Source: an optimization exercise on an open RTL-to-GDS flow (aim: small area and few clock cycles). Production flows keep margins and buffers that such runs may drop. RTL that was checked went through simulation tests only; none was proved equivalent to the original. The RTL of run 1 was laid out without a check of its function.

==> flow/design.v, too long to show whole: its modules and the start of the top module <==
// module iqfir_lane: 2044 lines
// module iqfir_slicer: 246 lines
// module iq_fir_qpsk_slicer: 125 lines
module iq_fir_qpsk_slicer (
  input  logic                                 clk,
  input  logic                                 rst,
  input  logic                                 s_tvalid,
  output logic                                 s_tready,
  input  logic [iqfir_pkg::IN_TDATA_W-1:0]     s_tdata,
  output logic                                 m_tvalid,
  input  logic                                 m_tready,
  output logic [iqfir_pkg::OUT_TDATA_W-1:0]    m_tdata,
  output logic                                 m_tuser,
  input  logic                                 cfg_valid,
  output logic                                 cfg_ready,
  input  logic [iqfir_pkg::CFG_IDX_W-1:0]      cfg_index,
  input  logic [iqfir_pkg::WEIGHT_W-1:0]       cfg_data
);
  // ...
==> flow/flow/run.sh <==
#!/bin/bash
# Layout flow: the standard synthesis, then an inverter cleanup around the full adders
# (flow/polfix.py, checked equivalent with ABC's cec before it is used), then the standard
# layout steps. Each tool writes its full output to its own log file here.
set -euo pipefail
RES=$PWD/orfs/results/$FLOW_PLATFORM/iq_fir_qpsk_slicer/base
LIB=$FLOW_HOME/platforms/$FLOW_PLATFORM/lib/sky130_fd_sc_hd__tt_025C_1v80.lib

bash standard.sh "$RES/1_2_yosys.v" > std_synth.log 2>&1

cp "$RES/1_2_yosys.v" yosys_orig.v
if python3 flow/polfix.py yosys_orig.v yosys_pol.v > polfix.log 2>&1; then
  for n in orig pol; do
    yosys -q -p "read_liberty -ignore_miss_func $LIB; read_verilog yosys_$n.v; hierarchy -top $FLOW_TOP; flatten; proc; opt_clean; techmap; opt -fast; dffunmap; write_blif -gates $n.blif" > yosys_blif_$n.log 2>&1
  done
  yosys-abc -c "cec orig.blif pol.blif" > cec.log 2>&1 || true
  if grep -q "Networks are equivalent" cec.log; then
    cp yosys_pol.v "$RES/1_2_yosys.v"
    echo "using the cleaned netlist" >> polfix.log
  else
    echo "cec did not prove equivalence; keeping the standard netlist" >> polfix.log
  fi
  rm -f orig.blif pol.blif
fi

# smallest buffer on each port (the standard flow picks a larger delay cell)
export BUFFER_PORTS_ARGS="-buffer_cell sky130_fd_sc_hd__buf_1"
bash standard.sh > std_layout.log 2>&1
==> flow/flow/polfix.py <==
#!/usr/bin/env python3
"""Inverter cleanup around full adders in a flat gate-level netlist (Yosys output).

A full adder is self-dual: FA(~a, ~b, ~c) = (~sum, ~cout). Synthesis leaves inverters between
chained sky130 fa cells; this script chooses for each fa cell whether to implement it on
complemented signals so that as few inverters as possible are needed, then rebuilds the
inverters: at most one per signal and polarity.  Usage: polfix.py IN.v OUT.v"""
import re
import sys
import random

OUT_PINS = {"X", "Y", "Q", "Q_N", "SUM", "COUT", "HI", "LO"}
INV_RE = re.compile(r"^sky130_fd_sc_hd__(inv|clkinv)_\d+$")
FA_RE = re.compile(r"^sky130_fd_sc_hd__fa_\d+$")
FA_IN = ("A", "B", "CIN")
FA_OUT = ("SUM", "COUT")

src = open(sys.argv[1]).read()
m = re.search(r"\bmodule\b.*?;", src, re.S)
body_start = m.end()
end = src.rindex("endmodule")

# ports
ports = set()
for d in re.finditer(r"^\s*(input|output|inout)\s+(?:wire\s+)?(\[[^\]]*\]\s*)?([^;]+);", src, re.M):
    for nm in d.group(3).split(","):
        nm = nm.strip()
        if d.group(2):
            a, b = [int(x) for x in d.group(2).strip()[1:-1].split(":")]
            for i in range(min(a, b), max(a, b) + 1):
                ports.add(f"{nm}[{i}]")
        ports.add(nm)
out_ports = set()
for d in re.finditer(r"^\s*output\s+(?:wire\s+)?(\[[^\]]*\]\s*)?([^;]+);", src, re.M):
    for nm in d.group(2).split(","):
        nm = nm.strip()
        if d.group(1):
            a, b = [int(x) for x in d.group(1).strip()[1:-1].split(":")]
            for i in range(min(a, b), max(a, b) + 1):
                out_ports.add(f"{nm}[{i}]")
        out_ports.add(nm)

if re.search(r"^\s*assign\b", src, re.M):
    sys.exit("netlist has assign statements; not handled")

inst_re = re.compile(r"^\s*(sky130_fd_sc_hd__\w+)\s+(\S+)\s*\((.*?)\);\s*$", re.S | re.M)
pin_re = re.compile(r"\.(\w+)\(\s*(.*?)\s*\)(?=\s*[,)]|\s*$)", re.S)
insts = []
for mm in inst_re.finditer(src, body_start, end):
    typ, name, body = mm.group(1), mm.group(2), mm.group(3)
    pins = {}
    for p in re.finditer(r"\.(\w+)\((.*?)\)\s*(,|$)", body, re.S):
        pins[p.group(1)] = p.group(2).strip()
    insts.append({"type": typ, "name": name, "pins": pins, "span": mm.span()})

def norm(n):
    return n.strip()

driver = {}
for i, it in enumerate(insts):
    for p, n in it["pins"].items():
        if p in OUT_PINS:
            driver[norm(n)] = (i, p)

is_inv = [bool(INV_RE.match(it["type"])) for it in insts]
is_fa = [bool(FA_RE.match(it["type"])) for it in insts]
# inverters that drive a port, or whose input is a constant, stay as ordinary gates
for i, it in enumerate(insts):
    if is_inv[i]:
        y = norm(it["pins"]["Y"]); a = norm(it["pins"]["A"])
        if y in ports or "'" in a:
            is_inv[i] = False

def root(n):
    """(root net, parity) of net n, following removable inverters."""
    par = 0
    seen = 0
    while n in driver and is_inv[driver[n][0]]:
        n = norm(insts[driver[n][0]]["pins"]["A"])
        par ^= 1
        seen += 1
        if seen > 1000:
            raise SystemExit("inverter loop")
    return n, par

# loads: every input pin of a non-removable cell, plus output ports
loads = []   # (inst index or -1 for port, pin, root, parity)
for i, it in enumerate(insts):
    if is_inv[i]:
        continue
    for p, n in it["pins"].items():
        if p in OUT_PINS:
            continue
        n = norm(n)
        if "'" in n:
            continue
        r, par = root(n)
        loads.append((i, p, r, par))
for n in out_ports:
    if n in driver and is_inv[driver[n][0]]:
        pass  # cannot happen (port-driving inverters are kept)

# root -> driving fa (if any)
root_fa = {}
for i, it in enumerate(insts):
    if is_fa[i]:
        for p in FA_OUT:
            root_fa[norm(it["pins"][p])] = i
loads_of = {}
for k, (i, p, r, par) in enumerate(loads):
    loads_of.setdefault(r, []).append(k)
# port nets that are roots need their true value
port_need = {r for r in out_ports if r in driver}

o = [0] * len(insts)

def cost_root(r):
    phys = o[root_fa[r]] if r in root_fa else 0
    need = set()
    for k in loads_of.get(r, []):
        i, p, _, par = loads[k]
        need.add(par ^ (o[i] if is_fa[i] else 0))
    if r in port_need:
        need.add(0)
    return 1 if (need - {phys}) else 0

roots = set(loads_of) | set(root_fa)
total = sum(cost_root(r) for r in roots)
fa_roots = {}
for i, it in enumerate(insts):
    if is_fa[i]:
        rs = set(norm(it["pins"][p]) for p in FA_OUT)
        for p in FA_IN:
            n = norm(it["pins"][p])
            if "'" not in n:
                rs.add(root(n)[0])
        fa_roots[i] = rs
start = total
improved = True
rnd = random.Random(1)
order = list(fa_roots)
while improved:
    improved = False
    rnd.shuffle(order)
    for i in order:
        before = sum(cost_root(r) for r in fa_roots[i])
        o[i] ^= 1
        after = sum(cost_root(r) for r in fa_roots[i])
        if after < before:
            total += after - before
            improved = True
        else:
            o[i] ^= 1

# rebuild
cnt = [0]
def newnet(base):
    cnt[0] += 1
    return f"_pol{cnt[0]}_"
new_wires = []
new_insts = []
net_of = {}   # (root, parity) -> net name
for r in roots:
    phys = o[root_fa[r]] if r in root_fa else 0
    need = set()
    for k in loads_of.get(r, []):
        i, p, _, par = loads[k]
        need.add(par ^ (o[i] if is_fa[i] else 0))
    if r in port_need:
        need.add(0)
    if phys == 0:
        net_of[(r, 0)] = r
        if 1 in need:
            nn = newnet(r); new_wires.append(nn)
            new_insts.append(("sky130_fd_sc_hd__inv_1", r, nn))
            net_of[(r, 1)] = nn
    else:
        pn = newnet(r); new_wires.append(pn)
        net_of[(r, 1)] = pn
        if 0 in need:
            new_insts.append(("sky130_fd_sc_hd__inv_1", pn, r))
            net_of[(r, 0)] = r

def esc(v):
    return v + " " if v.startswith("\\") else v

pos = 0
body_text = src
pieces = []
last = 0
for i, it in enumerate(insts):
    s, e = it["span"]
    pieces.append(src[last:s])
    last = e
    if is_inv[i]:
        continue
    pins = dict(it["pins"])
    for p, n in it["pins"].items():
        nn = norm(n)
        if p in OUT_PINS:
            if is_fa[i] and o[i]:
                pins[p] = net_of[(nn, 1)]
            continue
        if "'" in nn:
            continue
        r, par = root(nn)
        need = par ^ (o[i] if is_fa[i] else 0)
        pins[p] = net_of[(r, need)]
    txt = f"  {it['type']} {it['name']} (\n" + ",\n".join(f"    .{p}({esc(v)})" for p, v in pins.items()) + "\n  );"
    pieces.append(txt)
pieces.append(src[last:end])
decl = "".join(f"  wire {w};\n" for w in new_wires)
invs = "".join(f"  sky130_fd_sc_hd__inv_1 _polinv{k}_ (\n    .A({esc(a)}),\n    .Y({esc(y)})\n  );\n"
               for k, (t, a, y) in enumerate(new_insts))
res = src[:body_start] + "\n" + decl + "".join(pieces)[len(src[:body_start]):] + invs + src[end:]
open(sys.argv[2], "w").write(res)
ninv_before = sum(1 for i, it in enumerate(insts) if INV_RE.match(it["type"]))
ninv_kept = sum(1 for i, it in enumerate(insts) if INV_RE.match(it["type"]) and not is_inv[i])
print(f"polfix: fa {sum(is_fa)}, flipped {sum(o)}, inverters {ninv_before} -> {ninv_kept + len(new_insts)} (cost {start} -> {total})")
==> flow/standard.sh <==
#!/bin/bash
# synth_recipe.tcl (not shown) runs the flow's synth.tcl, then flattens the netlist and writes it again
# the make line also repeats each setting of config.mk as NAME=value (left out here)
make -C /OpenROAD-flow-scripts/flow DESIGN_CONFIG=/design/flow/config.mk WORK_HOME=/design/flow/orfs CLKGATE_MAP_FILE= SYNTH_SCRIPT=/design/flow/synth_recipe.tcl "${@:-finish}"
==> flow/config.mk <==
export PLATFORM = sky130hd
export DESIGN_NAME = iq_fir_qpsk_slicer
export DESIGN_NICKNAME = iq_fir_qpsk_slicer
export VERILOG_FILES = /design/flow/design.v
export SDC_FILE = /design/flow/constraint.sdc
export NUM_CORES = 4
export LEC_CHECK = 0
export CAP_MARGIN = 20
export CORE_MARGIN = 2
export CORE_UTILIZATION = 40
export CTS_BUF_LIST = sky130_fd_sc_hd__clkbuf_4 sky130_fd_sc_hd__clkbuf_8
export SLEW_MARGIN = 20
==> flow/constraint.sdc <==
create_clock -name core_clock -period 7.5 [get_ports {clk}]
set_input_delay 1.5000 -clock core_clock [delete_from_list [all_inputs] [get_ports {clk}]]
set_output_delay 1.5000 -clock core_clock [all_outputs]
set_load 0.01 [all_outputs]
==> run summary, run 1 <==
status complete, no violations; reg-to-reg startpoint s1_sum_q[12]; placed cell count 6418; Tap Count 1625; path type of the worst min-delay path flop to flop; Crit Path Max Fanout 4; fraction of final layout cells sized beyond drive strength 1 13.18%; Setup Slack @ Placement -232.2 ps; hold endpoint o_tag[12]; Iter 0 DRT Violations 4543; Filler cells 11575; Worst path slowest cell fa_1; grt met1 use 35.74%; Non-clock buffer share 7.009%; Avg Inst Size Synth 10.53 um2; Hold Buf Count CTS 0; CP max stage delay 610 ps; clock sink count 394; IO Pins 236; FF-to-FF setup slack 220 ps; Signal buffers 610; Post-Layout Cell Count 6584; commonest non-fill, non-tap cells in the layout fa_1 (690), a22oi_1 (635), xnor2_1 (475), inv_1 (369), buf_4 (364); post-CTS setup buffers 2; GR peak layer met2; Final setup viols 0; metal3 WL 16170 um; ANT cells 3; CP Capture Point o_filt_q[13]; Avg WL per Cell 24.59 um; register area 0.01119 mm2; hold_ws 416.7 ps; YS warnings 1; chip width 354.4 um; vias in the first global route 38321; Slew Limit Fails 0; DR DRC count 0; worst reg2reg path depth 27; H-tree depth 3; die area 0.1256 mm2
==> module iq_fir_qpsk_slicer, before the edit <==
module iq_fir_qpsk_slicer (
  input  logic                                 clk,
  input  logic                                 rst,
  input  logic                                 s_tvalid,
  output logic                                 s_tready,
  input  logic [iqfir_pkg::IN_TDATA_W-1:0]     s_tdata,
  output logic                                 m_tvalid,
  input  logic                                 m_tready,
  output logic [iqfir_pkg::OUT_TDATA_W-1:0]    m_tdata,
  output logic                                 m_tuser,
  input  logic                                 cfg_valid,
  output logic                                 cfg_ready,
  input  logic [iqfir_pkg::CFG_IDX_W-1:0]      cfg_index,
  input  logic [iqfir_pkg::WEIGHT_W-1:0]       cfg_data
);
  logic [59:0]      digits;
  logic [3:0]       fill;
  logic             en;
  logic             accept;
  logic [15:0]      hi0, hi1, hi2, hi3;
  logic [15:0]      hq0, hq1, hq2, hq3;
  logic [15:0]      in_i, in_q;
  logic [19:0]      bd_one, bd_two, bd_neg;
  logic [25:0]      sum_i_n, sum_q_n;
  logic             s1_valid;
  logic [30:0]      s1_tag;
  logic             s1_fvalid;
  logic [25:0]      s1_sum_i, s1_sum_q;
  logic [30:0]      o_tag;
  logic             o_fvalid;
  logic [25:0]      o_sum_i, o_sum_q;
  logic [15:0]      o_filt_i, o_filt_q;
  logic [15:0]      quot_i, quot_q;
  logic [15:0]      raw_i, raw_q;
  assign in_i = s_tdata[46:31];
  assign in_q = s_tdata[62:47];
  assign en        = !m_tvalid || m_tready;
  assign s_tready  = en;
  assign accept    = s_tvalid && en;
  assign cfg_ready = 1'b1;
  function automatic logic [11:0] booth(input logic [7:0] w);
    logic [3:0] one, two, neg;
    for (int i = 0; i < 4; i++) begin
      logic b2, b1, b0;
      b2 = w[2*i + 1];
      b1 = w[2*i];
      b0 = (i == 0) ? 1'b0 : w[2*i - 1];
      one[i] = b1 ^ b0;
      two[i] = (b2 & !b1 & !b0) | (!b2 & b1 & b0);
      neg[i] = b2;
    end
    booth = {neg, two, one};
  endfunction
  always_ff @(posedge clk) begin
    if (rst) begin
      digits <= {booth(8'd1), booth(8'd2), booth(8'd3), booth(8'd2), booth(8'd1)};
    end else if (cfg_valid && cfg_index < 3'd5) begin
      digits[cfg_index*12 +: 12] <= booth(cfg_data);
    end
  end
  always_comb begin
    for (int k = 0; k < 5; k++) begin
      logic m;
      m = (k == 0) ? 1'b1 : fill[k - 1];
      bd_one[4*k +: 4] = digits[12*k +: 4] & {4{m}};
      bd_two[4*k +: 4] = digits[12*k + 4 +: 4] & {4{m}};
      bd_neg[4*k +: 4] = digits[12*k + 8 +: 4];
    end
  end
  always_ff @(posedge clk) begin
    if (rst) begin
      fill <= '0;
    end else if (accept) begin
      fill <= {fill[2:0], 1'b1};
    end
  end
  always_ff @(posedge clk) begin
    if (accept) begin
      hi0 <= in_i;  hi1 <= hi0;  hi2 <= hi1;  hi3 <= hi2;
      hq0 <= in_q;  hq1 <= hq0;  hq2 <= hq1;  hq3 <= hq2;
    end
  end
  iqfir_lane u_lane_i (
    .x0 (in_i), .x1 (hi0), .x2 (hi1), .x3 (hi2), .x4 (hi3),
    .one (bd_one), .two (bd_two), .neg (bd_neg), .sum (sum_i_n)
  );
  iqfir_lane u_lane_q (
    .x0 (in_q), .x1 (hq0), .x2 (hq1), .x3 (hq2), .x4 (hq3),
    .one (bd_one), .two (bd_two), .neg (bd_neg), .sum (sum_q_n)
  );
  always_ff @(posedge clk) begin
    if (rst) begin
      s1_valid <= 1'b0;
      m_tvalid <= 1'b0;
    end else if (en) begin
      s1_valid <= s_tvalid;
      m_tvalid <= s1_valid;
    end
  end
  always_ff @(posedge clk) begin
    if (en) begin
      s1_tag    <= s_tdata[30:0];
      s1_fvalid <= fill[3];
      s1_sum_i  <= sum_i_n;
      s1_sum_q  <= sum_q_n;
    end
  end
  iqfir_slicer u_div_i (.sum (s1_sum_i), .valid (s1_fvalid), .quot (quot_i));
  iqfir_slicer u_div_q (.sum (s1_sum_q), .valid (s1_fvalid), .quot (quot_q));
  always_ff @(posedge clk) begin
    if (en) begin
      o_tag    <= s1_tag;
      o_fvalid <= s1_fvalid;
      o_sum_i  <= s1_sum_i;
      o_sum_q  <= s1_sum_q;
      o_filt_i <= quot_i;
      o_filt_q <= quot_q;
    end
  end
  assign raw_i = s1_valid ? hi1 : hi0;
  assign raw_q = s1_valid ? hq1 : hq0;
  assign m_tdata = {3'b000, o_filt_i[15], o_filt_q[15], o_filt_q, o_filt_i,
                    o_sum_q, o_sum_i, raw_q, raw_i, o_tag};
  assign m_tuser = o_fvalid;
endmodule
==> inputs of run 2 (changes only) <==
--- a/flow/design.v
+++ b/flow/design.v
@@ -2051,29 +2051,24 @@
   assign s1011 = c914 ^ s963 ^ c962;
   assign c1012 = (c914 & s963) | (c914 & c962) | (s963 & c962);
   assign s1013 = s965 ^ c918 ^ c964;
   assign c1014 = (s965 & c918) | (s965 & c964) | (c918 & c964);
   assign row_a = {1'b1, c1014, c1012, c1010, c1008, c1006, c1004, c1002, c1000, c998, c996, c994, c992, c990, c988, c986, c984, c982, c980, c978, c976, c974, c972, c970, c968, s967};
   assign row_b = {1'b0, c966, s1013, s1011, s1009, s1007, s1005, s1003, s1001, s999, s997, s995, s993, s991, s989, s987, s985, s983, s981, s979, s977, s975, s973, s971, s969, s829};
   assign sum = row_a + row_b;
 endmodule
-module iqfir_slicer (
+module iqfir_resid (
   input  logic [25:0] sum,
   input  logic        valid,
-  output logic [15:0] quot
+  output logic [5:0]  c6
 );
-  logic        neg;
   logic [5:0]  ra6, rb6;
   logic [6:0]  v;
-  logic [5:0]  c6, c6m;
-  logic [15:0] p, pm;
-  logic [5:0]  q0, q1a, q1b;
-  logic [3:0]  q2a, q2b;
-  logic        k0, k1a, k1b, k1;
+  logic [5:0]  c6u;
   logic m1;
   logic m2;
   logic m3;
   logic m4;
   logic m5;
   logic m6;
   logic m7;
   logic m8;
@@ -2100,16 +2095,71 @@
   logic m29;
   logic m30;
   logic m31;
   logic m32;
   logic m33;
   logic m34;
   logic m35;
   logic m36;
+  assign m1 = sum[1] ^ sum[7] ^ sum[13];
+  assign m2 = (sum[1] & sum[7]) | (sum[1] & sum[13]) | (sum[7] & sum[13]);
+  assign m3 = sum[2] ^ sum[8] ^ sum[14];
+  assign m4 = (sum[2] & sum[8]) | (sum[2] & sum[14]) | (sum[8] & sum[14]);
+  assign m5 = sum[3] ^ sum[9] ^ sum[15];
+  assign m6 = (sum[3] & sum[9]) | (sum[3] & sum[15]) | (sum[9] & sum[15]);
+  assign m7 = sum[4] ^ sum[10] ^ sum[16];
+  assign m8 = (sum[4] & sum[10]) | (sum[4] & sum[16]) | (sum[10] & sum[16]);
+  assign m9 = sum[5] ^ sum[11] ^ sum[17];
+  assign m10 = (sum[5] & sum[11]) | (sum[5] & sum[17]) | (sum[11] & sum[17]);
+  assign m11 = sum[0] ^ sum[6] ^ sum[12];
+  assign m12 = (sum[0] & sum[6]) | (sum[0] & sum[12]) | (sum[6] & sum[12]);
+  assign m13 = sum[19] ^ sum[25] ^ m12;
+  assign m14 = (sum[19] & sum[25]) | (sum[19] & m12) | (sum[25] & m12);
+  assign m15 = sum[20] ^ sum[25] ^ m2;
+  assign m16 = (sum[20] & sum[25]) | (sum[20] & m2) | (sum[25] & m2);
+  assign m17 = sum[21] ^ m4 ^ m5;
+  assign m18 = (sum[21] & m4) | (sum[21] & m5) | (m4 & m5);
+  assign m19 = sum[22] ^ m6 ^ m7;
+  assign m20 = (sum[22] & m6) | (sum[22] & m7) | (m6 & m7);
+  assign m21 = sum[23] ^ m8 ^ m9;
+  assign m22 = (sum[23] & m8) | (sum[23] & m9) | (m8 & m9);
+  assign m23 = sum[18] ^ sum[24] ^ m10;
+  assign m24 = (sum[18] & sum[24]) | (sum[18] & m10) | (sum[24] & m10);
+  assign m25 = m1 ^ m24 ^ m13;
+  assign m26 = (m1 & m24) | (m1 & m13) | (m24 & m13);
+  assign m27 = m3 ^ m14 ^ m15;
+  assign m28 = (m3 & m14) | (m3 & m15) | (m14 & m15);
+  assign m29 = m16 ^ m17;
+  assign m30 = m16 & m17;
+  assign m31 = m18 ^ m19;
+  assign m32 = m18 & m19;
+  assign m33 = m20 ^ m21;
+  assign m34 = m20 & m21;
+  assign m35 = m11 ^ m22 ^ m23;
+  assign m36 = (m11 & m22) | (m11 & m23) | (m22 & m23);
+  assign ra6 = {m32, m30, m28, m26, m25, m34};
+  assign rb6 = {m33, m31, m29, m27, m36, m35};
+  assign v = 7'(ra6) + 7'(rb6);
+  assign c6u[0] = (v == 7'd1) | (v == 7'd3) | (v == 7'd5) | (v == 7'd7) | (v == 7'd10) | (v == 7'd12) | (v == 7'd14) | (v == 7'd16) | (v == 7'd19) | (v == 7'd21) | (v == 7'd23) | (v == 7'd25) | (v == 7'd28) | (v == 7'd30) | (v == 7'd32) | (v == 7'd34) | (v == 7'd37) | (v == 7'd39) | (v == 7'd41) | (v == 7'd43) | (v == 7'd46) | (v == 7'd48) | (v == 7'd50) | (v == 7'd52) | (v == 7'd55) | (v == 7'd57) | (v == 7'd59) | (v == 7'd61) | (v == 7'd64) | (v == 7'd66) | (v == 7'd68) | (v == 7'd70) | (v == 7'd73) | (v == 7'd75) | (v == 7'd77) | (v == 7'd79) | (v == 7'd82) | (v == 7'd84) | (v == 7'd86) | (v == 7'd88) | (v == 7'd91) | (v == 7'd93) | (v == 7'd95) | (v == 7'd97) | (v == 7'd100) | (v == 7'd102) | (v == 7'd104) | (v == 7'd106) | (v == 7'd109) | (v == 7'd111) | (v == 7'd113) | (v == 7'd115) | (v == 7'd118) | (v == 7'd120) | (v == 7'd122) | (v == 7'd124);
+  assign c6u[1] = (v == 7'd1) | (v == 7'd2) | (v == 7'd5) | (v == 7'd6) | (v == 7'd10) | (v == 7'd11) | (v == 7'd14) | (v == 7'd15) | (v == 7'd19) | (v == 7'd20) | (v == 7'd23) | (v == 7'd24) | (v == 7'd28) | (v == 7'd29) | (v == 7'd32) | (v == 7'd33) | (v == 7'd37) | (v == 7'd38) | (v == 7'd41) | (v == 7'd42) | (v == 7'd46) | (v == 7'd47) | (v == 7'd50) | (v == 7'd51) | (v == 7'd55) | (v == 7'd56) | (v == 7'd59) | (v == 7'd60) | (v == 7'd64) | (v == 7'd65) | (v == 7'd68) | (v == 7'd69) | (v == 7'd73) | (v == 7'd74) | (v == 7'd77) | (v == 7'd78) | (v == 7'd82) | (v == 7'd83) | (v == 7'd86) | (v == 7'd87) | (v == 7'd91) | (v == 7'd92) | (v == 7'd95) | (v == 7'd96) | (v == 7'd100) | (v == 7'd101) | (v == 7'd104) | (v == 7'd105) | (v == 7'd109) | (v == 7'd110) | (v == 7'd113) | (v == 7'd114) | (v == 7'd118) | (v == 7'd119) | (v == 7'd122) | (v == 7'd123);
+  assign c6u[2] = (v == 7'd1) | (v == 7'd2) | (v == 7'd3) | (v == 7'd4) | (v == 7'd10) | (v == 7'd11) | (v == 7'd12) | (v == 7'd13) | (v == 7'd19) | (v == 7'd20) | (v == 7'd21) | (v == 7'd22) | (v == 7'd28) | (v == 7'd29) | (v == 7'd30) | (v == 7'd31) | (v == 7'd37) | (v == 7'd38) | (v == 7'd39) | (v == 7'd40) | (v == 7'd46) | (v == 7'd47) | (v == 7'd48) | (v == 7'd49) | (v == 7'd55) | (v == 7'd56) | (v == 7'd57) | (v == 7'd58) | (v == 7'd64) | (v == 7'd65) | (v == 7'd66) | (v == 7'd67) | (v == 7'd73) | (v == 7'd74) | (v == 7'd75) | (v == 7'd76) | (v == 7'd82) | (v == 7'd83) | (v == 7'd84) | (v == 7'd85) | (v == 7'd91) | (v == 7'd92) | (v == 7'd93) | (v == 7'd94) | (v == 7'd100) | (v == 7'd101) | (v == 7'd102) | (v == 7'd103) | (v == 7'd109) | (v == 7'd110) | (v == 7'd111) | (v == 7'd112) | (v == 7'd118) | (v == 7'd119) | (v == 7'd120) | (v == 7'd121);
+  assign c6u[3] = (v == 7'd2) | (v == 7'd4) | (v == 7'd6) | (v == 7'd8) | (v == 7'd11) | (v == 7'd13) | (v == 7'd15) | (v == 7'd17) | (v == 7'd20) | (v == 7'd22) | (v == 7'd24) | (v == 7'd26) | (v == 7'd29) | (v == 7'd31) | (v == 7'd33) | (v == 7'd35) | (v == 7'd38) | (v == 7'd40) | (v == 7'd42) | (v == 7'd44) | (v == 7'd47) | (v == 7'd49) | (v == 7'd51) | (v == 7'd53) | (v == 7'd56) | (v == 7'd58) | (v == 7'd60) | (v == 7'd62) | (v == 7'd65) | (v == 7'd67) | (v == 7'd69) | (v == 7'd71) | (v == 7'd74) | (v == 7'd76) | (v == 7'd78) | (v == 7'd80) | (v == 7'd83) | (v == 7'd85) | (v == 7'd87) | (v == 7'd89) | (v == 7'd92) | (v == 7'd94) | (v == 7'd96) | (v == 7'd98) | (v == 7'd101) | (v == 7'd103) | (v == 7'd105) | (v == 7'd107) | (v == 7'd110) | (v == 7'd112) | (v == 7'd114) | (v == 7'd116) | (v == 7'd119) | (v == 7'd121) | (v == 7'd123) | (v == 7'd125);
+  assign c6u[4] = (v == 7'd3) | (v == 7'd4) | (v == 7'd7) | (v == 7'd8) | (v == 7'd12) | (v == 7'd13) | (v == 7'd16) | (v == 7'd17) | (v == 7'd21) | (v == 7'd22) | (v == 7'd25) | (v == 7'd26) | (v == 7'd30) | (v == 7'd31) | (v == 7'd34) | (v == 7'd35) | (v == 7'd39) | (v == 7'd40) | (v == 7'd43) | (v == 7'd44) | (v == 7'd48) | (v == 7'd49) | (v == 7'd52) | (v == 7'd53) | (v == 7'd57) | (v == 7'd58) | (v == 7'd61) | (v == 7'd62) | (v == 7'd66) | (v == 7'd67) | (v == 7'd70) | (v == 7'd71) | (v == 7'd75) | (v == 7'd76) | (v == 7'd79) | (v == 7'd80) | (v == 7'd84) | (v == 7'd85) | (v == 7'd88) | (v == 7'd89) | (v == 7'd93) | (v == 7'd94) | (v == 7'd97) | (v == 7'd98) | (v == 7'd102) | (v == 7'd103) | (v == 7'd106) | (v == 7'd107) | (v == 7'd111) | (v == 7'd112) | (v == 7'd115) | (v == 7'd116) | (v == 7'd120) | (v == 7'd121) | (v == 7'd124) | (v == 7'd125);
+  assign c6u[5] = (v == 7'd5) | (v == 7'd6) | (v == 7'd7) | (v == 7'd8) | (v == 7'd14) | (v == 7'd15) | (v == 7'd16) | (v == 7'd17) | (v == 7'd23) | (v == 7'd24) | (v == 7'd25) | (v == 7'd26) | (v == 7'd32) | (v == 7'd33) | (v == 7'd34) | (v == 7'd35) | (v == 7'd41) | (v == 7'd42) | (v == 7'd43) | (v == 7'd44) | (v == 7'd50) | (v == 7'd51) | (v == 7'd52) | (v == 7'd53) | (v == 7'd59) | (v == 7'd60) | (v == 7'd61) | (v == 7'd62) | (v == 7'd68) | (v == 7'd69) | (v == 7'd70) | (v == 7'd71) | (v == 7'd77) | (v == 7'd78) | (v == 7'd79) | (v == 7'd80) | (v == 7'd86) | (v == 7'd87) | (v == 7'd88) | (v == 7'd89) | (v == 7'd95) | (v == 7'd96) | (v == 7'd97) | (v == 7'd98) | (v == 7'd104) | (v == 7'd105) | (v == 7'd106) | (v == 7'd107) | (v == 7'd113) | (v == 7'd114) | (v == 7'd115) | (v == 7'd116) | (v == 7'd122) | (v == 7'd123) | (v == 7'd124) | (v == 7'd125);
+  assign c6 = c6u & {6{valid}};
+endmodule
+module iqfir_slicer (
+  input  logic [25:0] sum,
+  input  logic        valid,
+  input  logic [5:0]  c6,
+  output logic [15:0] quot
+);
+  logic [15:0] sm, smn;
+  logic        negm;
   logic q1;
   logic q2;
   logic q3;
   logic q4;
   logic q5;
   logic q6;
   logic q7;
   logic q8;
@@ -2170,142 +2220,142 @@
   logic q63;
   logic q64;
   logic q65;
   logic q66;
   logic q67;
   logic q68;
   logic q69;
   logic q70;
-  assign neg = sum[25];
-  assign m1 = sum[1] ^ sum[7] ^ sum[13];
-  assign m2 = (sum[1] & sum[7]) | (sum[1] & sum[13]) | (sum[7] & sum[13]);
-  assign m3 = sum[2] ^ sum[8] ^ sum[14];
-  assign m4 = (sum[2] & sum[8]) | (sum[2] & sum[14]) | (sum[8] & sum[14]);
-  assign m5 = sum[3] ^ sum[9] ^ sum[15];
-  assign m6 = (sum[3] & sum[9]) | (sum[3] & sum[15]) | (sum[9] & sum[15]);
-  assign m7 = sum[4] ^ sum[10] ^ sum[16];
-  assign m8 = (sum[4] & sum[10]) | (sum[4] & sum[16]) | (sum[10] & sum[16]);
-  assign m9 = sum[5] ^ sum[11] ^ sum[17];
-  assign m10 = (sum[5] & sum[11]) | (sum[5] & sum[17]) | (sum[11] & sum[17]);
-  assign m11 = sum[0] ^ sum[6] ^ sum[12];
-  assign m12 = (sum[0] & sum[6]) | (sum[0] & sum[12]) | (sum[6] & sum[12]);
-  assign m13 = sum[19] ^ neg ^ m12;
-  assign m14 = (sum[19] & neg) | (sum[19] & m12) | (neg & m12);
-  assign m15 = sum[20] ^ neg ^ m2;
-  assign m16 = (sum[20] & neg) | (sum[20] & m2) | (neg & m2);
-  assign m17 = sum[21] ^ m4 ^ m5;
-  assign m18 = (sum[21] & m4) | (sum[21] & m5) | (m4 & m5);
-  assign m19 = sum[22] ^ m6 ^ m7;
-  assign m20 = (sum[22] & m6) | (sum[22] & m7) | (m6 & m7);
-  assign m21 = sum[23] ^ m8 ^ m9;
-  assign m22 = (sum[23] & m8) | (sum[23] & m9) | (m8 & m9);
-  assign m23 = sum[18] ^ sum[24] ^ m10;
-  assign m24 = (sum[18] & sum[24]) | (sum[18] & m10) | (sum[24] & m10);
-  assign m25 = m1 ^ m24 ^ m13;
-  assign m26 = (m1 & m24) | (m1 & m13) | (m24 & m13);
-  assign m27 = m3 ^ m14 ^ m15;
-  assign m28 = (m3 & m14) | (m3 & m15) | (m14 & m15);
-  assign m29 = m16 ^ m17;
-  assign m30 = m16 & m17;
-  assign m31 = m18 ^ m19;
-  assign m32 = m18 & m19;
-  assign m33 = m20 ^ m21;
-  assign m34 = m20 & m21;
-  assign m35 = m11 ^ m22 ^ m23;
-  assign m36 = (m11 & m22) | (m11 & m23) | (m22 & m23);
-  assign ra6 = {m32, m30, m28, m26, m25, m34};
-  assign rb6 = {m33, m31, m29, m27, m36, m35};
-  assign v = 7'(ra6) + 7'(rb6);
-  assign c6[0] = (v == 7'd1) | (v == 7'd3) | (v == 7'd5) | (v == 7'd7) | (v == 7'd10) | (v == 7'd12) | (v == 7'd14) | (v == 7'd16) | (v == 7'd19) | (v == 7'd21) | (v == 7'd23) | (v == 7'd25) | (v == 7'd28) | (v == 7'd30) | (v == 7'd32) | (v == 7'd34) | (v == 7'd37) | (v == 7'd39) | (v == 7'd41) | (v == 7'd43) | (v == 7'd46) | (v == 7'd48) | (v == 7'd50) | (v == 7'd52) | (v == 7'd55) | (v == 7'd57) | (v == 7'd59) | (v == 7'd61) | (v == 7'd64) | (v == 7'd66) | (v == 7'd68) | (v == 7'd70) | (v == 7'd73) | (v == 7'd75) | (v == 7'd77) | (v == 7'd79) | (v == 7'd82) | (v == 7'd84) | (v == 7'd86) | (v == 7'd88) | (v == 7'd91) | (v == 7'd93) | (v == 7'd95) | (v == 7'd97) | (v == 7'd100) | (v == 7'd102) | (v == 7'd104) | (v == 7'd106) | (v == 7'd109) | (v == 7'd111) | (v == 7'd113) | (v == 7'd115) | (v == 7'd118) | (v == 7'd120) | (v == 7'd122) | (v == 7'd124);
-  assign c6[1] = (v == 7'd1) | (v == 7'd2) | (v == 7'd5) | (v == 7'd6) | (v == 7'd10) | (v == 7'd11) | (v == 7'd14) | (v == 7'd15) | (v == 7'd19) | (v == 7'd20) | (v == 7'd23) | (v == 7'd24) | (v == 7'd28) | (v == 7'd29) | (v == 7'd32) | (v == 7'd33) | (v == 7'd37) | (v == 7'd38) | (v == 7'd41) | (v == 7'd42) | (v == 7'd46) | (v == 7'd47) | (v == 7'd50) | (v == 7'd51) | (v == 7'd55) | (v == 7'd56) | (v == 7'd59) | (v == 7'd60) | (v == 7'd64) | (v == 7'd65) | (v == 7'd68) | (v == 7'd69) | (v == 7'd73) | (v == 7'd74) | (v == 7'd77) | (v == 7'd78) | (v == 7'd82) | (v == 7'd83) | (v == 7'd86) | (v == 7'd87) | (v == 7'd91) | (v == 7'd92) | (v == 7'd95) | (v == 7'd96) | (v == 7'd100) | (v == 7'd101) | (v == 7'd104) | (v == 7'd105) | (v == 7'd109) | (v == 7'd110) | (v == 7'd113) | (v == 7'd114) | (v == 7'd118) | (v == 7'd119) | (v == 7'd122) | (v == 7'd123);
-  assign c6[2] = (v == 7'd1) | (v == 7'd2) | (v == 7'd3) | (v == 7'd4) | (v == 7'd10) | (v == 7'd11) | (v == 7'd12) | (v == 7'd13) | (v == 7'd19) | (v == 7'd20) | (v == 7'd21) | (v == 7'd22) | (v == 7'd28) | (v == 7'd29) | (v == 7'd30) | (v == 7'd31) | (v == 7'd37) | (v == 7'd38) | (v == 7'd39) | (v == 7'd40) | (v == 7'd46) | (v == 7'd47) | (v == 7'd48) | (v == 7'd49) | (v == 7'd55) | (v == 7'd56) | (v == 7'd57) | (v == 7'd58) | (v == 7'd64) | (v == 7'd65) | (v == 7'd66) | (v == 7'd67) | (v == 7'd73) | (v == 7'd74) | (v == 7'd75) | (v == 7'd76) | (v == 7'd82) | (v == 7'd83) | (v == 7'd84) | (v == 7'd85) | (v == 7'd91) | (v == 7'd92) | (v == 7'd93) | (v == 7'd94) | (v == 7'd100) | (v == 7'd101) | (v == 7'd102) | (v == 7'd103) | (v == 7'd109) | (v == 7'd110) | (v == 7'd111) | (v == 7'd112) | (v == 7'd118) | (v == 7'd119) | (v == 7'd120) | (v == 7'd121);
-  assign c6[3] = (v == 7'd2) | (v == 7'd4) | (v == 7'd6) | (v == 7'd8) | (v == 7'd11) | (v == 7'd13) | (v == 7'd15) | (v == 7'd17) | (v == 7'd20) | (v == 7'd22) | (v == 7'd24) | (v == 7'd26) | (v == 7'd29) | (v == 7'd31) | (v == 7'd33) | (v == 7'd35) | (v == 7'd38) | (v == 7'd40) | (v == 7'd42) | (v == 7'd44) | (v == 7'd47) | (v == 7'd49) | (v == 7'd51) | (v == 7'd53) | (v == 7'd56) | (v == 7'd58) | (v == 7'd60) | (v == 7'd62) | (v == 7'd65) | (v == 7'd67) | (v == 7'd69) | (v == 7'd71) | (v == 7'd74) | (v == 7'd76) | (v == 7'd78) | (v == 7'd80) | (v == 7'd83) | (v == 7'd85) | (v == 7'd87) | (v == 7'd89) | (v == 7'd92) | (v == 7'd94) | (v == 7'd96) | (v == 7'd98) | (v == 7'd101) | (v == 7'd103) | (v == 7'd105) | (v == 7'd107) | (v == 7'd110) | (v == 7'd112) | (v == 7'd114) | (v == 7'd116) | (v == 7'd119) | (v == 7'd121) | (v == 7'd123) | (v == 7'd125);
-  assign c6[4] = (v == 7'd3) | (v == 7'd4) | (v == 7'd7) | (v == 7'd8) | (v == 7'd12) | (v == 7'd13) | (v == 7'd16) | (v == 7'd17) | (v == 7'd21) | (v == 7'd22) | (v == 7'd25) | (v == 7'd26) | (v == 7'd30) | (v == 7'd31) | (v == 7'd34) | (v == 7'd35) | (v == 7'd39) | (v == 7'd40) | (v == 7'd43) | (v == 7'd44) | (v == 7'd48) | (v == 7'd49) | (v == 7'd52) | (v == 7'd53) | (v == 7'd57) | (v == 7'd58) | (v == 7'd61) | (v == 7'd62) | (v == 7'd66) | (v == 7'd67) | (v == 7'd70) | (v == 7'd71) | (v == 7'd75) | (v == 7'd76) | (v == 7'd79) | (v == 7'd80) | (v == 7'd84) | (v == 7'd85) | (v == 7'd88) | (v == 7'd89) | (v == 7'd93) | (v == 7'd94) | (v == 7'd97) | (v == 7'd98) | (v == 7'd102) | (v == 7'd103) | (v == 7'd106) | (v == 7'd107) | (v == 7'd111) | (v == 7'd112) | (v == 7'd115) | (v == 7'd116) | (v == 7'd120) | (v == 7'd121) | (v == 7'd124) | (v == 7'd125);
-  assign c6[5] = (v == 7'd5) | (v == 7'd6) | (v == 7'd7) | (v == 7'd8) | (v == 7'd14) | (v == 7'd15) | (v == 7'd16) | (v == 7'd17) | (v == 7'd23) | (v == 7'd24) | (v == 7'd25) | (v == 7'd26) | (v == 7'd32) | (v == 7'd33) | (v == 7'd34) | (v == 7'd35) | (v == 7'd41) | (v == 7'd42) | (v == 7'd43) | (v == 7'd44) | (v == 7'd50) | (v == 7'd51) | (v == 7'd52) | (v == 7'd53) | (v == 7'd59) | (v == 7'd60) | (v == 7'd61) | (v == 7'd62) | (v == 7'd68) | (v == 7'd69) | (v == 7'd70) | (v == 7'd71) | (v == 7'd77) | (v == 7'd78) | (v == 7'd79) | (v == 7'd80) | (v == 7'd86) | (v == 7'd87) | (v == 7'd88) | (v == 7'd89) | (v == 7'd95) | (v == 7'd96) | (v == 7'd97) | (v == 7'd98) | (v == 7'd104) | (v == 7'd105) | (v == 7'd106) | (v == 7'd107) | (v == 7'd113) | (v == 7'd114) | (v == 7'd115) | (v == 7'd116) | (v == 7'd122) | (v == 7'd123) | (v == 7'd124) | (v == 7'd125);
-  assign c6m  = c6 & {6{valid}};
-  assign q1 = 1'b1 ^ sum[9];
-  assign q2 = 1'b1 & sum[9];
-  assign q3 = sum[10] ^ sum[4];
-  assign q4 = sum[10] & sum[4];
-  assign q5 = sum[11] ^ sum[5];
-  assign q6 = sum[11] & sum[5];
-  assign q7 = sum[12] ^ sum[6] ^ sum[0];
-  assign q8 = (sum[12] & sum[6]) | (sum[12] & sum[0]) | (sum[6] & sum[0]);
-  assign q9 = neg ^ ~sum[9];
-  assign q10 = neg & ~sum[9];
-  assign q11 = sum[13] ^ sum[7] ^ sum[1];
-  assign q12 = (sum[13] & sum[7]) | (sum[13] & sum[1]) | (sum[7] & sum[1]);
-  assign q13 = neg ^ ~sum[10] ^ ~sum[4];
-  assign q14 = (neg & ~sum[10]) | (neg & ~sum[4]) | (~sum[10] & ~sum[4]);
-  assign q15 = sum[14] ^ sum[8] ^ sum[2];
-  assign q16 = (sum[14] & sum[8]) | (sum[14] & sum[2]) | (sum[8] & sum[2]);
-  assign q17 = neg ^ ~sum[11] ^ ~sum[5];
-  assign q18 = (neg & ~sum[11]) | (neg & ~sum[5]) | (~sum[11] & ~sum[5]);
-  assign q19 = sum[15] ^ sum[9] ^ sum[3];
-  assign q20 = (sum[15] & sum[9]) | (sum[15] & sum[3]) | (sum[9] & sum[3]);
-  assign q21 = sum[0] ^ ~sum[12] ^ ~sum[6];
-  assign q22 = (sum[0] & ~sum[12]) | (sum[0] & ~sum[6]) | (~sum[12] & ~sum[6]);
-  assign q23 = 1'b1 ^ sum[3];
-  assign q24 = 1'b1 & sum[3];
-  assign q25 = sum[6] ^ sum[0];
-  assign q26 = sum[6] & sum[0];
-  assign q27 = sum[7] ^ sum[1] ^ neg;
-  assign q28 = (sum[7] & sum[1]) | (sum[7] & neg) | (sum[1] & neg);
-  assign q29 = sum[8] ^ sum[2] ^ neg;
-  assign q30 = (sum[8] & sum[2]) | (sum[8] & neg) | (sum[2] & neg);
-  assign q31 = sum[3] ^ ~sum[6] ^ ~sum[0];
-  assign q32 = (sum[3] & ~sum[6]) | (sum[3] & ~sum[0]) | (~sum[6] & ~sum[0]);
-  assign q33 = ~sum[7] ^ ~sum[1] ^ q2;
-  assign q34 = (~sum[7] & ~sum[1]) | (~sum[7] & q2) | (~sum[1] & q2);
-  assign q35 = ~sum[8] ^ ~sum[2] ^ q4;
-  assign q36 = (~sum[8] & ~sum[2]) | (~sum[8] & q4) | (~sum[2] & q4);
-  assign q37 = ~sum[3] ^ q6 ^ q9;
-  assign q38 = (~sum[3] & q6) | (~sum[3] & q9) | (q6 & q9);
-  assign q39 = q10 ^ q8 ^ q11;
-  assign q40 = (q10 & q8) | (q10 & q11) | (q8 & q11);
-  assign q41 = q12 ^ q15 ^ q14;
-  assign q42 = (q12 & q15) | (q12 & q14) | (q15 & q14);
-  assign q43 = q16 ^ q19 ^ q18;
-  assign q44 = (q16 & q19) | (q16 & q18) | (q19 & q18);
-  assign q45 = neg ^ ~sum[0];
-  assign q46 = neg & ~sum[0];
-  assign q47 = sum[4] ^ ~sum[1] ^ q24;
-  assign q48 = (sum[4] & ~sum[1]) | (sum[4] & q24) | (~sum[1] & q24);
-  assign q49 = sum[5] ^ ~sum[2];
-  assign q50 = sum[5] & ~sum[2];
-  assign q51 = neg ^ ~sum[3] ^ q25;
-  assign q52 = (neg & ~sum[3]) | (neg & q25) | (~sum[3] & q25);
-  assign q53 = ~sum[4] ^ q26 ^ q27;
-  assign q54 = (~sum[4] & q26) | (~sum[4] & q27) | (q26 & q27);
-  assign q55 = ~sum[5] ^ q28 ^ q29;
-  assign q56 = (~sum[5] & q28) | (~sum[5] & q29) | (q28 & q29);
-  assign q57 = q1 ^ q30 ^ q31;
-  assign q58 = (q1 & q30) | (q1 & q31) | (q30 & q31);
-  assign q59 = q3 ^ q32 ^ q33;
-  assign q60 = (q3 & q32) | (q3 & q33) | (q32 & q33);
-  assign q61 = q5 ^ q34 ^ q35;
-  assign q62 = (q5 & q34) | (q5 & q35) | (q34 & q35);
-  assign q63 = q7 ^ q36 ^ q37;
-  assign q64 = (q7 & q36) | (q7 & q37) | (q36 & q37);
-  assign q65 = q13 ^ q38 ^ q39;
-  assign q66 = (q13 & q38) | (q13 & q39) | (q38 & q39);
-  assign q67 = q17 ^ q40 ^ q41;
-  assign q68 = (q17 & q40) | (q17 & q41) | (q40 & q41);
-  assign q69 = q21 ^ q42 ^ q43;
-  assign q70 = (q21 & q42) | (q21 & q43) | (q42 & q43);
-  assign p = {q68, q66, q64, q62, q60, q58, q56, q54, q52, q50, q48, q46, q45, sum[2], sum[1], sum[0]} + {q69, q67, q65, q63, q61, q59, q57, q55, q53, q51, q49, q47, q23, 1'b0, 1'b0, 1'b0};
-  assign pm = p & {16{valid}};
-  assign {k0, q0} = 7'(pm[5:0]) + 7'(c6m);
-  assign {k1a, q1a} = 7'(pm[11:6]) + 7'(c6m);
-  assign {k1b, q1b} = 7'(pm[11:6]) + 7'(c6m) + 7'd1;
-  assign q2a = pm[15:12] + c6m[3:0];
-  assign q2b = pm[15:12] + c6m[3:0] + 4'd1;
-  assign k1 = k0 ? k1b : k1a;
-  assign quot = {k1 ? q2b : q2a, k0 ? q1b : q1a, q0};
+  logic q71;
+  logic q72;
+  logic q73;
+  logic q74;
+  logic q75;
+  logic q76;
+  logic q77;
+  logic q78;
+  logic q79;
+  logic q80;
+  logic q81;
+  logic q82;
+  logic q83;
+  logic q84;
+  logic q85;
+  logic q86;
+  logic q87;
+  logic q88;
+  logic q89;
+  logic q90;
+  logic q91;
+  logic q92;
+  logic q93;
+  logic q94;
+  logic q95;
+  logic q96;
+  assign sm   = sum[15:0] & {16{valid}};
+  assign smn  = ~sum[15:0] & {16{valid}};
+  assign negm = sum[25] & valid;
+  assign q1 = sm[12] ^ smn[9];
+  assign q2 = sm[12] & smn[9];
+  assign q3 = sm[13] ^ smn[10] ^ sm[7];
+  assign q4 = (sm[13] & smn[10]) | (sm[13] & sm[7]) | (smn[10] & sm[7]);
+  assign q5 = sm[14] ^ smn[11] ^ sm[8];
+  assign q6 = (sm[14] & smn[11]) | (sm[14] & sm[8]) | (smn[11] & sm[8]);
+  assign q7 = sm[15] ^ smn[12] ^ sm[9];
+  assign q8 = (sm[15] & smn[12]) | (sm[15] & sm[9]) | (smn[12] & sm[9]);
+  assign q9 = valid ^ sm[3];
+  assign q10 = valid & sm[3];
+  assign q11 = sm[6] ^ smn[3];
+  assign q12 = sm[6] & smn[3];
+  assign q13 = sm[7] ^ smn[4] ^ sm[1];
+  assign q14 = (sm[7] & smn[4]) | (sm[7] & sm[1]) | (smn[4] & sm[1]);
+  assign q15 = sm[8] ^ smn[5] ^ sm[2];
+  assign q16 = (sm[8] & smn[5]) | (sm[8] & sm[2]) | (smn[5] & sm[2]);
+  assign q17 = valid ^ sm[9] ^ smn[6];
+  assign q18 = (valid & sm[9]) | (valid & smn[6]) | (sm[9] & smn[6]);
+  assign q19 = sm[3] ^ smn[0];
+  assign q20 = sm[3] & smn[0];
+  assign q21 = sm[10] ^ smn[7] ^ sm[4];
+  assign q22 = (sm[10] & smn[7]) | (sm[10] & sm[4]) | (smn[7] & sm[4]);
+  assign q23 = smn[1] ^ c6[4];
+  assign q24 = smn[1] & c6[4];
+  assign q25 = sm[11] ^ smn[8] ^ sm[5];
+  assign q26 = (sm[11] & smn[8]) | (sm[11] & sm[5]) | (smn[8] & sm[5]);
+  assign q27 = smn[2] ^ c6[5];
+  assign q28 = smn[2] & c6[5];
+  assign q29 = sm[6] ^ smn[3] ^ sm[0];
+  assign q30 = (sm[6] & smn[3]) | (sm[6] & sm[0]) | (smn[3] & sm[0]);
+  assign q31 = negm ^ c6[0] ^ q1;
+  assign q32 = (negm & c6[0]) | (negm & q1) | (c6[0] & q1);
+  assign q33 = smn[4] ^ sm[1] ^ negm;
+  assign q34 = (smn[4] & sm[1]) | (smn[4] & negm) | (sm[1] & negm);
+  assign q35 = c6[1] ^ q2 ^ q3;
+  assign q36 = (c6[1] & q2) | (c6[1] & q3) | (q2 & q3);
+  assign q37 = smn[5] ^ sm[2] ^ negm;
+  assign q38 = (smn[5] & sm[2]) | (smn[5] & negm) | (sm[2] & negm);
+  assign q39 = c6[2] ^ q4 ^ q5;
+  assign q40 = (c6[2] & q4) | (c6[2] & q5) | (q4 & q5);
+  assign q41 = smn[6] ^ sm[3] ^ sm[0];
+  assign q42 = (smn[6] & sm[3]) | (smn[6] & sm[0]) | (sm[3] & sm[0]);
+  assign q43 = c6[3] ^ q6 ^ q7;
+  assign q44 = (c6[3] & q6) | (c6[3] & q7) | (q6 & q7);
+  assign q45 = smn[0] ^ negm;
+  assign q46 = smn[0] & negm;
+  assign q47 = sm[4] ^ smn[1] ^ c6[4];
+  assign q48 = (sm[4] & smn[1]) | (sm[4] & c6[4]) | (smn[1] & c6[4]);
+  assign q49 = sm[5] ^ smn[2];
+  assign q50 = sm[5] & smn[2];
+  assign q51 = sm[0] ^ negm ^ c6[0];
+  assign q52 = (sm[0] & negm) | (sm[0] & c6[0]) | (negm & c6[0]);
+  assign q53 = negm ^ c6[1] ^ q12;
+  assign q54 = (negm & c6[1]) | (negm & q12) | (c6[1] & q12);
+  assign q55 = negm ^ c6[2] ^ q14;
+  assign q56 = (negm & c6[2]) | (negm & q14) | (c6[2] & q14);
+  assign q57 = c6[3] ^ q19 ^ q16;
+  assign q58 = (c6[3] & q19) | (c6[3] & q16) | (q19 & q16);
+  assign q59 = q20 ^ q23 ^ q18;
+  assign q60 = (q20 & q23) | (q20 & q18) | (q23 & q18);
+  assign q61 = q24 ^ q27 ^ q22;
+  assign q62 = (q24 & q27) | (q24 & q22) | (q27 & q22);
+  assign q63 = q28 ^ q26 ^ q29;
+  assign q64 = (q28 & q26) | (q28 & q29) | (q26 & q29);
+  assign q65 = q30 ^ q33 ^ q32;
+  assign q66 = (q30 & q33) | (q30 & q32) | (q33 & q32);
+  assign q67 = q34 ^ q37 ^ q36;
+  assign q68 = (q34 & q37) | (q34 & q36) | (q37 & q36);
+  assign q69 = q38 ^ q41 ^ q40;
+  assign q70 = (q38 & q41) | (q38 & q40) | (q41 & q40);
+  assign q71 = c6[3] ^ q45;
+  assign q72 = c6[3] & q45;
+  assign q73 = q46 ^ q10 ^ q47;
+  assign q74 = (q46 & q10) | (q46 & q47) | (q10 & q47);
+  assign q75 = c6[5] ^ q49 ^ q48;
+  assign q76 = (c6[5] & q49) | (c6[5] & q48) | (q49 & q48);
+  assign q77 = q50 ^ q11 ^ q51;
+  assign q78 = (q50 & q11) | (q50 & q51) | (q11 & q51);
+  assign q79 = q52 ^ q13 ^ q53;
+  assign q80 = (q52 & q13) | (q52 & q53) | (q13 & q53);
+  assign q81 = q15 ^ q54 ^ q55;
+  assign q82 = (q15 & q54) | (q15 & q55) | (q54 & q55);
+  assign q83 = q17 ^ q56 ^ q57;
+  assign q84 = (q17 & q56) | (q17 & q57) | (q56 & q57);
+  assign q85 = q21 ^ q58 ^ q59;
+  assign q86 = (q21 & q58) | (q21 & q59) | (q58 & q59);
+  assign q87 = q25 ^ q60 ^ q61;
+  assign q88 = (q25 & q60) | (q25 & q61) | (q60 & q61);
+  assign q89 = q31 ^ q62 ^ q63;
+  assign q90 = (q31 & q62) | (q31 & q63) | (q62 & q63);
+  assign q91 = q64 ^ q35 ^ q65;
+  assign q92 = (q64 & q35) | (q64 & q65) | (q35 & q65);
+  assign q93 = q39 ^ q66 ^ q67;
+  assign q94 = (q39 & q66) | (q39 & q67) | (q66 & q67);
+  assign q95 = q43 ^ q68 ^ q69;
+  assign q96 = (q43 & q68) | (q43 & q69) | (q68 & q69);
+  assign quot = {q94, q92, q90, q88, q86, q84, q82, q80, q78, q76, q74, q72, q71, sm[2], sm[1], sm[0]} + {q95, q93, q91, q89, q87, q85, q83, q81, q79, q77, q75, q73, q9, c6[2], c6[1], c6[0]};
 endmodule
 module iq_fir_qpsk_slicer (
   input  logic                                 clk,
   input  logic                                 rst,
   input  logic                                 s_tvalid,
   output logic                                 s_tready,
   input  logic [iqfir_pkg::IN_TDATA_W-1:0]     s_tdata,
   output logic                                 m_tvalid,
@@ -2329,17 +2379,18 @@
   logic             s1_valid;
   logic [30:0]      s1_tag;
   logic             s1_fvalid;
   logic [25:0]      s1_sum_i, s1_sum_q;
   logic [30:0]      o_tag;
   logic             o_fvalid;
   logic [25:0]      o_sum_i, o_sum_q;
   logic [15:0]      o_filt_i, o_filt_q;
-  logic [15:0]      quot_i, quot_q;
+  logic [5:0]       c6_i, c6_q;
+  logic [5:0]       o_c6_i, o_c6_q;
   logic [15:0]      raw_i, raw_q;
   assign in_i = s_tdata[46:31];
   assign in_q = s_tdata[62:47];
   assign en        = !m_tvalid || m_tready;
   assign s_tready  = en;
   assign accept    = s_tvalid && en;
   assign cfg_ready = 1'b1;
   function automatic logic [11:0] booth(input logic [7:0] w);
@@ -2404,26 +2455,28 @@
   always_ff @(posedge clk) begin
     if (en) begin
       s1_tag    <= s_tdata[30:0];
       s1_fvalid <= fill[3];
       s1_sum_i  <= sum_i_n;
       s1_sum_q  <= sum_q_n;
     end
   end
-  iqfir_slicer u_div_i (.sum (s1_sum_i), .valid (s1_fvalid), .quot (quot_i));
-  iqfir_slicer u_div_q (.sum (s1_sum_q), .valid (s1_fvalid), .quot (quot_q));
+  iqfir_resid u_res_i (.sum (s1_sum_i), .valid (s1_fvalid), .c6 (c6_i));
+  iqfir_resid u_res_q (.sum (s1_sum_q), .valid (s1_fvalid), .c6 (c6_q));
   always_ff @(posedge clk) begin
     if (en) begin
       o_tag    <= s1_tag;
       o_fvalid <= s1_fvalid;
       o_sum_i  <= s1_sum_i;
       o_sum_q  <= s1_sum_q;
-      o_filt_i <= quot_i;
-      o_filt_q <= quot_q;
+      o_c6_i   <= c6_i;
+      o_c6_q   <= c6_q;
     end
   end
+  iqfir_slicer u_div_i (.sum (o_sum_i), .valid (o_fvalid), .c6 (o_c6_i), .quot (o_filt_i));
+  iqfir_slicer u_div_q (.sum (o_sum_q), .valid (o_fvalid), .c6 (o_c6_q), .quot (o_filt_q));
   assign raw_i = s1_valid ? hi1 : hi0;
   assign raw_q = s1_valid ? hq1 : hq0;
   assign m_tdata = {3'b000, o_filt_i[15], o_filt_q[15], o_filt_q, o_filt_i,
                     o_sum_q, o_sum_i, raw_q, raw_i, o_tag};
   assign m_tuser = o_fvalid;
 endmodule
==> flow/config.mk (replaced) <==
export PLATFORM = sky130hd
export DESIGN_NAME = iq_fir_qpsk_slicer
export DESIGN_NICKNAME = iq_fir_qpsk_slicer
export VERILOG_FILES = /design/flow/design.v
export SDC_FILE = /design/flow/constraint.sdc
export NUM_CORES = 4
export LEC_CHECK = 0
export CAP_MARGIN = 20
export CORE_MARGIN = 2
export CORE_UTILIZATION = 60
export CTS_BUF_LIST = sky130_fd_sc_hd__clkbuf_4 sky130_fd_sc_hd__clkbuf_8
export SLEW_MARGIN = 20
==> run summary, run 2 <==
Worst Path Buf+Inv 3; FMAX 137.8 MHz; Overall Global Routing Usage 37.79%; area of the multi-input gates 0.03529 mm2; period utilization 96.73%; hold_ws 419.5 ps (+2.777 ps); mapped cell area 0.04915 mm2; Avg WL per Cell 26.95 um (+9.6%); placed cell count 5762 (-10%); slew at the pin closest to its max-slew limit 1092 ps; Min-Delay Path Depth 0; Biggest register digits; vias per inst 6.450; Worst path slowest cell or4_1; status complete, no violations; Largest regs digits: 60 flops, o_tag: 31 flops, s1_tag: 31 flops; commonest non-fill, non-tap cells in the layout fa_1 (717), a22oi_1 (637), xnor2_1 (457), inv_1 (367), xor2_1 (326); Clock Tree Buf Depth 3; pin count of the biggest net entering global routing 171; Final setup viols 0 (unchanged); hold endpoint o_tag[21]; Core Region 0.08081 mm2; Post-Layout Cell Count 5900 (-10%); first-pass GRT wire length 240300 um; kind of critical path flop to flop; hold path start s1_tag[21]; most frequent CP cell fa_1; crit start category flop; IO Pins 236 (unchanged); Avg Inst Size Synth 10.42 um2 (-0.97%); RSZ-0062 raised after global routing false; delay-heaviest family, CP adder cells; Crit Path Max Fanout 32 (+28); fin util 65.64%; FF-to-FF setup slack 250 ps (+20 ps); final critical-path required period 7255 ps; final net count 5749; DR DRC count 0 (unchanged); clock-pin slew on the worst setup and hold paths 60 ps; max reg flops 60; DR pass1 iterations 8; CTS tree yes; Crit. End Element flop; Reg2Reg Capture Point s1_sum_q[22]; overflow left after global routing 0; post-CTS setup buffers 0 (-2); worst path cell trace and2_1, buf_12, a22oi_2, xor2_1, fa_1, fa_1, inv_1, fa_1, fa_1, fa_1, fa_1, fa_1, ha_4, nand4_1, nor2_1, a2111oi_0, buf_4, or4_1, a211o_1, and3_1, a311o_1; hpwl dp 124300 um; Post-DRT Antenna Nets 0; clock sink count 374 (-5.1%); Die Span Y 290.2 um; worst reg2reg path depth 21 (-22%); synthesized instance count 4715; chip width 290.2 um (-18%); Iter 0 DRT Violations 4208 (-7.4%); Worst EP arrival 7700 ps; Clock Tree Root clkbuf_8; Starting Density 60.82%; Routed WL 159000 um; YS warnings 1 (unchanged); Via Count 38057; path type of the worst min-delay path flop to flop; total CTS buffers 73; Placer Congestion 0.9725; vias in the first global route 38094 (-0.59%); Slew Limit Fails 0 (unchanged); die area 0.08422 mm2 (-33%); H-tree depth 3 (unchanged); CP max stage delay 600 ps (about the same); P&R area growth vs syn 7.925%; Clock Skew 68.41 ps; Slew headroom 26.66%; max_cap viols 0; worst skew pair latency 740 ps; Fin. Hold Viols 0; fraction of final layout cells sized beyond drive strength 1 9.367% (-3.8 points); Filler cells 6662 (-42%); register area 0.01059 mm2 (-5.4%); num rows 104; commonest non-fill, non-tap cell in the layout fa_1; reg-to-reg startpoint fill[0]; antenna violations before repair 7; data required time of the critical path 7950 ps; port bufs 230
[run 2: worst max path at each step]
stage	end	start	cells after the start	slack, ps
finish	s1_sum_q[22]	fill[0]	21	250
global route	s1_sum_q[22]	fill[0]	21	1
CTS	s1_sum_i[25]	fill[0]	22	40
detailed placement	s1_sum_i[25]	s_tdata[37]	19	-260
global placement	s1_sum_i[25]	s_tdata[37]	19	-290
floorplan	hi0[0]	m_tready	4	410
[run 2: worst register-to-register path, cell delays in order (launching register included)]
cell and delay, ps:
dfxtp_4 380, and2_1 190, buf_12 170, a22oi_2 240, xor2_1 220, fa_1 460
fa_1 490, inv_1 60, fa_1 540, fa_1 440, fa_1 440, fa_1 590
fa_1 490, ha_4 320, nand4_1 110, nor2_1 160, a2111oi_0 120, buf_4 160
or4_1 600, a211o_1 340, and3_1 160, a311o_1 310
[run 2: through the flow]
step | worst slack, ps | cell area (um2) | TNS (ps)
6_report | 245.2 | 53040 | 0
5_1_grt | 1.249 | 53040 | 0
4_1_cts | 40.75 | 52980 | 0
3_5_place_dp | -258.6 | 51350 | -654.3
3_3_place_gp | -285.6 | 51340 | -744.4
2_1_floorplan | 409.4 | 49160 | 0
[run 2: per-layer routing]
metal  up-vias  part of all wire, %  global-route usage [%]  routed length [um]
met5         -                0.055                  0.4538                  87
met4         8                  3.7                   12.79                5918
met3       370                   13                   12.92               20750
met2      2448                   44                   56.48               69630
met1     18901                   39                   51.65               62630
li1      16330                    -                       -                   -
[run 2: layout make-up]
| cell class | instances | share of cell area (%) |
|---|---|---|
| tap | 1060 | 2.500 |
| clock inverter | 39 | 0.8539 |
| timing repair buffer | 456 | 5.277 |
| clock buffer | 95 | 2.217 |
| multi-input combinational | 3501 | 66.52 |
| antenna | 4 | 0.01887 |
| sequential | 374 | 19.97 |
| inverter | 371 | 2.642 |
[run 2: timing repair]
| action | in CTS | in global routing |
|---|---|---|
| hold buffers | 0 | 0 |
| endpoints found under the setup margin | 0 | 8 |
| resized for setup | 0 | 12 |
Testbench counts of run 2, summed over its fixed seeds: cycles 16,400.
==> inputs of run 3 (changes only) <==
==> flow/config.mk (replaced) <==
export PLATFORM = sky130hd
export DESIGN_NAME = iq_fir_qpsk_slicer
export DESIGN_NICKNAME = iq_fir_qpsk_slicer
export VERILOG_FILES = /design/flow/design.v
export SDC_FILE = /design/flow/constraint.sdc
export NUM_CORES = 4
export LEC_CHECK = 0
export ABC_AREA = 1
export CAP_MARGIN = 20
export CORE_MARGIN = 2
export CORE_UTILIZATION = 40
export SLEW_MARGIN = 20
==> run summary, run 3 <==
Slew headroom 27.95% (+1.3 points); metal3 WL 19500 um (-6.0%); Routed WL 180100 um (+13%); mapped cell area 0.04951 mm2 (+0.73%); reg-to-reg startpoint fill[0]; FF-to-FF setup slack 440 ps (+190 ps); DR pass1 iterations 6 (-2); DR DRC count 0 (unchanged); Avg Inst Size Synth 9.126 um2 (-12%); Fin. Hold Viols 0 (unchanged); Starting Density 40.15% (-21 points); most frequent CP cell fa_1; fraction of final layout cells sized beyond drive strength 1 5.178% (-4.2 points); total CTS buffers 49 (-33%); commonest non-fill, non-tap cells in the layout xor2_1 (748), fa_1 (719), nand2_1 (712), inv_1 (702), o22ai_1 (603); Final TNS setup 0 ps (unchanged); hold_ws 406.6 ps (-12.82 ps); final critical-path required period 7064 ps (-191.2 ps); worst skew pair latency 650 ps (-90 ps); IO Pins 236 (unchanged); CTS tree yes; Min-Delay Path Depth 0 (unchanged); die area 0.1266 mm2 (+50%); max_cap viols 0 (unchanged); Post-DRT Antenna Nets 0 (unchanged); worst path cell trace nand2_1, buf_12, o22ai_1, xor2_1, fa_1, fa_1, inv_1, fa_1, fa_1, fa_1, fa_1, fa_1, ha_1, nand2_1, inv_1, a21oi_1, a21boi_0, o21ai_0, nand2_1, nand2_1, nand2_1, nand2_1; synthesized instance count 5425 (+15%); post-CTS setup buffers 0 (unchanged); RSZ-0062 raised after global routing false; final net count 6573 (+14%); port bufs 230 (unchanged); period utilization 94.18% (-2.5 points); Clock Skew 41.98 ps (-26.43 ps); P&R area growth vs syn 9.510%; Reg2Reg Capture Point s1_sum_q[19]; vias per inst 5.713 (-11%); Worst EP arrival 7440 ps (-260 ps); Via Count 41571 (+9.2%); Final WS setup 436.3 ps (+191.2 ps); Top Layer Used met5; FMAX 141.6 MHz (+2.7%); overflow left after global routing 0 (unchanged); Final setup viols 0 (unchanged); CP max stage delay 530 ps (-70 ps); path type of the worst min-delay path flop to flop; Iter 0 DRT Violations 4703 (+12%); ANT cells 0 (-4); Largest regs digits: 60 flops, o_tag: 31 flops, s1_tag: 31 flops; data required time of the critical path 7880 ps (-70 ps); chip width 355.8 um (+23%); Crit. End Element flop; Worst path slowest cell fa_1; num rows 129 (+24%); worst reg2reg path depth 22 (+4.8%); max reg flops 60 (unchanged); Crit Path Max Fanout 20 (-38%); Slew Limit Fails 0 (unchanged); vias in the first global route 41513 (+9.0%); Avg WL per Cell 24.75 um (-8.2%); clock-pin slew on the worst setup and hold paths 70 ps (about the same); Worst Path Buf+Inv 3 (unchanged); first-pass GRT wire length 266500 um (+11%); crit start category flop; hold path start s1_tag[15]; Hold Buf Count CTS 0 (unchanged); Overall Global Routing Usage 28.15% (-9.6 points); antenna violations before repair 1 (-6); Placer Congestion 0.9568 (-1.6%); routed wl met2 79020 um (+13%); Die Span Y 355.8 um (+23%); slew at the pin closest to its max-slew limit 1080 ps (-12.60 ps); hpwl dp 140300 um (+13%); commonest non-fill, non-tap cell in the layout xor2_1; status complete, no violations; Filler cells 12154 (+82%); pin count of the biggest net entering global routing 181 (+5.8%); Clock Tree Root clkbuf_16; Metal-1 WL 71720 um (+15%); H-tree depth 2 (-1); delay-heaviest family, CP adder cells; Core Region 0.1233 mm2 (+53%); Clock Tree Buf Depth 3 (unchanged); clock sink count 374 (unchanged); YS warnings 1 (unchanged); post-CTS resize count 0 (unchanged); hold endpoint o_tag[15]; Setup Slack @ Placement 532.6 ps (+791.2 ps); Biggest register digits; kind of critical path flop to flop
run 3: how the worst max path moves through the flow:
stage,startpoint,end,depth (start not counted)
after global placement,s_tdata[36],s1_sum_i[21],17
after CTS,o_fvalid,m_tdata[130],14
final,fill[0],s1_sum_q[19],22
after global routing,fill[1],s1_sum_q[18],22
after detailed placement,s_tdata[36],s1_sum_i[21],17
after floorplan,m_tready,fill[1],6
run 3: cell type report:
type,instances,area (um2),area share [%]
Tap cell,1637,2048,3.778
Inverter,708,2666,4.918
Clock inverter,27,225.2,0.4154
Clock buffer,62,1349,2.488
Sequential cell,374,10580,19.51
Timing Repair Buffer,370,2053,3.787
Multi-Input combinational cell,4098,35300,65.11
run 3: worst register-to-register path: cells and delay by family, from the launching register on:
family	cells	cell delay [ps]
AOI/OAI and AO/OA	4	960
xor gates and xnor gates	1	220
adders and majority gates	8	3670
buffers and inverters	3	490
DFF	1	520
and+or+nand+nor	6	940
run 3: metal layers:
layer,up-vias,global-route usage [%]
li1,18257,-
met1,20472,37.79
met2,2401,43.11
met3,439,6.545
met4,2,13.10
met5,-,0
run 3: stage by stage:
step	std cells	instance area [um2]	util (%)
global route	7276	54220	43.97
detailed placement	7187	52640	42.69
global placement	7187	52640	42.69
floorplan	5427	49520	-
CTS	7276	54220	43.97
finish	7276	54220	43.97

## separate check: timing with driven ports
How much do the figures lean on ideal ports? The routed layouts below were timed once more, with nothing changed but the port constraints.
Step 1 sets driving cells, clkbuf_16 on the clock port and buf_2 on the other inputs (assumed; they add their load-dependent delay and slew).
Step 2 adds t to the input delays and takes it off the output delays; t is the mean of the earliest and latest rising clock arrival at the registers after step 1. Input paths then give back, and output paths get back, about the clock's delay inside the block.
Slacks: ideal / step 1 / step 2; pairs: ideal / step 1.
run	t, ns	slack for setup (ns)	worst setup path at the end	clock arrival spread, ns	worst slew at a driven data input, ns
run 1	0.847	0.221 / 0.221 / 0.013	input to register	0.067 / 0.068	0.10
run 2	0.781	0.245 / 0.245 / -0.240	input to register	0.068 / 0.068	0.09
run 3	0.712	0.436 / 0.436 / 0.436	register to register	0.053 / 0.053	0.06
With both steps, setup timing fails in run 2, where it was met with ideal ports. For run 2, which loses most, drivers alone change the setup slack by 0.000 ns; drivers and shift together by -0.485 ns.
